Context: an optimization exercise on an open-source flow, tuned for small area, a short achievable clock period and few clock cycles. The choices shown serve that exercise and are no tape-out recipe. RTL that was checked went through simulation tests only; none was proved equivalent to the original.

==> flow/design.v (excerpt) <==
module cordic_rot_iter (
    input  logic        clk_i,
    input  logic        rst_i,
    input  logic        valid_i,
    output logic        ready_o,
    input  logic [63:0] angle_i,
    output logic        valid_o,
    input  logic        ready_i,
    output logic [63:0] cos_o,
    output logic [63:0] sin_o,
    output logic        range_err_o
);
    localparam logic signed [33:0] HALF_PI = 34'sh1_921F_B544;
    logic en;   
    logic fit0;   
    assign fit0 = (&angle_i[63:33]) | ~(|angle_i[63:33]);
    logic signed [33:0] z0;
    assign z0 = angle_i[33:0];
    logic d0;
    assign d0 = ~z0[33];
    logic e0;
    assign e0 = ~fit0 | (z0 > HALF_PI) | (z0 < -HALF_PI);
    logic signed [32:0] z1;
    assign z1 = d0 ? 33'(z0 - 34'sd3373259426) : 33'(z0 + 34'sd3373259426);
    logic v_q1;
    logic e_q1;
    logic signed [32:0] z_q1;
    logic d0_q1;
    logic d1;
    assign d1 = ~z_q1[32];
    logic signed [31:0] z2;
    assign z2 = d1 ? 32'(z_q1 - 33'sd1991351318) : 32'(z_q1 + 33'sd1991351318);
    logic v_q2;
    logic e_q2;
    logic signed [31:0] z_q2;
    logic d0_q1_q2;
    logic d1_q2;
    logic d2;
    assign d2 = ~z_q2[31];
    logic signed [30:0] z3;
    assign z3 = d2 ? 31'(z_q2 - 32'sd1052175346) : 31'(z_q2 + 32'sd1052175346);
    logic v_q3;
    logic e_q3;
    logic signed [30:0] z_q3;
    logic d0_q1_q2_q3;
    logic d1_q2_q3;
    logic d2_q3;
    logic d3;
    assign d3 = ~z_q3[30];
    logic signed [29:0] z4;
    assign z4 = d3 ? 30'(z_q3 - 31'sd534100635) : 30'(z_q3 + 31'sd534100635);
    logic v_q4;
    logic e_q4;
    logic signed [29:0] z_q4;
    logic d0_q1_q2_q3_q4;
    logic d1_q2_q3_q4;
    logic d2_q3_q4;
    logic d3_q4;
    logic d4;
    assign d4 = ~z_q4[29];
    logic signed [28:0] z5;
    assign z5 = d4 ? 29'(z_q4 - 30'sd268086748) : 29'(z_q4 + 30'sd268086748);
    logic v_q5;
    logic e_q5;
    logic signed [28:0] z_q5;
    logic d0_q1_q2_q3_q4_q5;
  ...
clock: 8.0 ns
lec_check: 0
cap_margin: 20
core_margin: 2
core_utilization: 40
cts_buf_list: sky130_fd_sc_hd__clkbuf_4 sky130_fd_sc_hd__clkbuf_8
setup_slack_margin: 3.6
slew_margin: 20
run.sh (not shown) runs the stock make flow with config.mk's settings and CLKGATE_MAP_FILE= SYNTH_SCRIPT=/design/flow/synth_recipe.tcl, a recipe that flattens the netlist after the stock synthesis.
Then changed:
- SETUP_SLACK_MARGIN: 3.6 -> 4.0
What happened:
- The changed run ran to the end with no violations
- synthesized area does not change
- sequential share of layout area drops by 0.30 points
- cell area climbs by about 0.9%
- core utilization climbs by 0.38 points
- global-route usage hardly moves
Function was not checked in any run of this note: the RTL went through the layout flow alone.


Another version of the RTL of cordic_rot_iter (not shown whole).
Size in the first run: ~19,000 cells after synthesis, roughly 200 I/O pins.
export LEC_CHECK = 0
export CAP_MARGIN = 20
export CORE_MARGIN = 2
export CORE_UTILIZATION = 40
export CTS_BUF_LIST = sky130_fd_sc_hd__clkbuf_4 sky130_fd_sc_hd__clkbuf_8
export SETUP_SLACK_MARGIN = 4.0
export SLEW_MARGIN = 20
create_clock -name core_clock -period 8.0 [get_ports {clk_i}]
The baseline produced a clean layout.
Testbench counts at the start, summed over its fixed seeds: cycles 1,864.
Then changed:
--- a/flow/config.mk
+++ b/flow/config.mk
@@ -10 +10 @@
-export CORE_UTILIZATION = 40
+export CORE_UTILIZATION = 55
@@ -12 +12 @@
-export SETUP_SLACK_MARGIN = 4.0
+export SETUP_SLACK_MARGIN = 4.5
The changed run went through all stages and came out clean.
Count of clock-buffer cells in the layout rises by 1.
Utilization climbs by 18 points.
Setup slack gets better by 0.40 ns.
Hold slack loses 0.0057 ns.
Final area goes up by 1.7%.
Die area came out lower by about 27%.
First-iteration DRC count increases by about 20%.
Then changed:
--- a/flow/config.mk
+++ b/flow/config.mk
@@ -10 +10 @@
-export CORE_UTILIZATION = 55
+export CORE_UTILIZATION = 40
@@ -12 +12 @@
-export SETUP_SLACK_MARGIN = 4.5
+export SETUP_SLACK_MARGIN = 5.0
=> Setup slack gets worse by 0.065 ns; clock skew stays flat; clock-buffer cell count shrinks by 1; core utilization shrinks by 11 points; final area grows by about a fifth; global-route usage shrinks by 6.9 points; register-to-register slack gets better by 0.03 ns; cell count grows by roughly a tenth; non-clock buffer count grows by 1395.
Then changed:
--- a/flow/config.mk
+++ b/flow/config.mk
@@ -12 +12 @@
-export SETUP_SLACK_MARGIN = 5.0
+export SETUP_SLACK_MARGIN = 4.5
Global-route usage goes down by 1.4 points.
Via count goes down by 5.7%.

-- what the ideal ports hide --
In the flow no input, the clock included, has a driving cell. The finished layouts below were timed again as built, in two steps.
Step 1, drivers: a clkbuf_16 drives clk_i and a buf_2 each remaining input, both assumed.
Step 2 times the ports against the registers' clock, not the clock port: input delays grow and output delays shrink by t, the midpoint of the rising clock arrivals with the driver on.
Slacks: ideal / step 1 / step 2; pairs: ideal / step 1.
run	t, ns	setup WS [ns]	worst setup path at the end	latest minus earliest clock arrival (ns)
the first run of note 1	1.236	3.627 / 3.605 / 2.518	input to register	0.156 / 0.155
the second run of note 1	1.248	3.639 / 3.639 / 2.893	input to register	0.148 / 0.149
the first run of note 2	1.267	4.007 / 3.983 / 3.060	input to register	0.087 / 0.087
the second run of note 2	1.216	4.412 / 4.315 / 3.413	input to register	0.088 / 0.088
the third run of note 2	1.290	4.347 / 4.228 / 3.424	input to register	0.113 / 0.113
the fourth run of note 2	1.257	4.365 / 4.249 / 3.292	input to register	0.099 / 0.098
After both steps setup and hold are still met in every run listed. For the first run of note 1, which loses most, drivers alone change the setup slack by -0.022 ns; drivers and shift together by -1.109 ns.
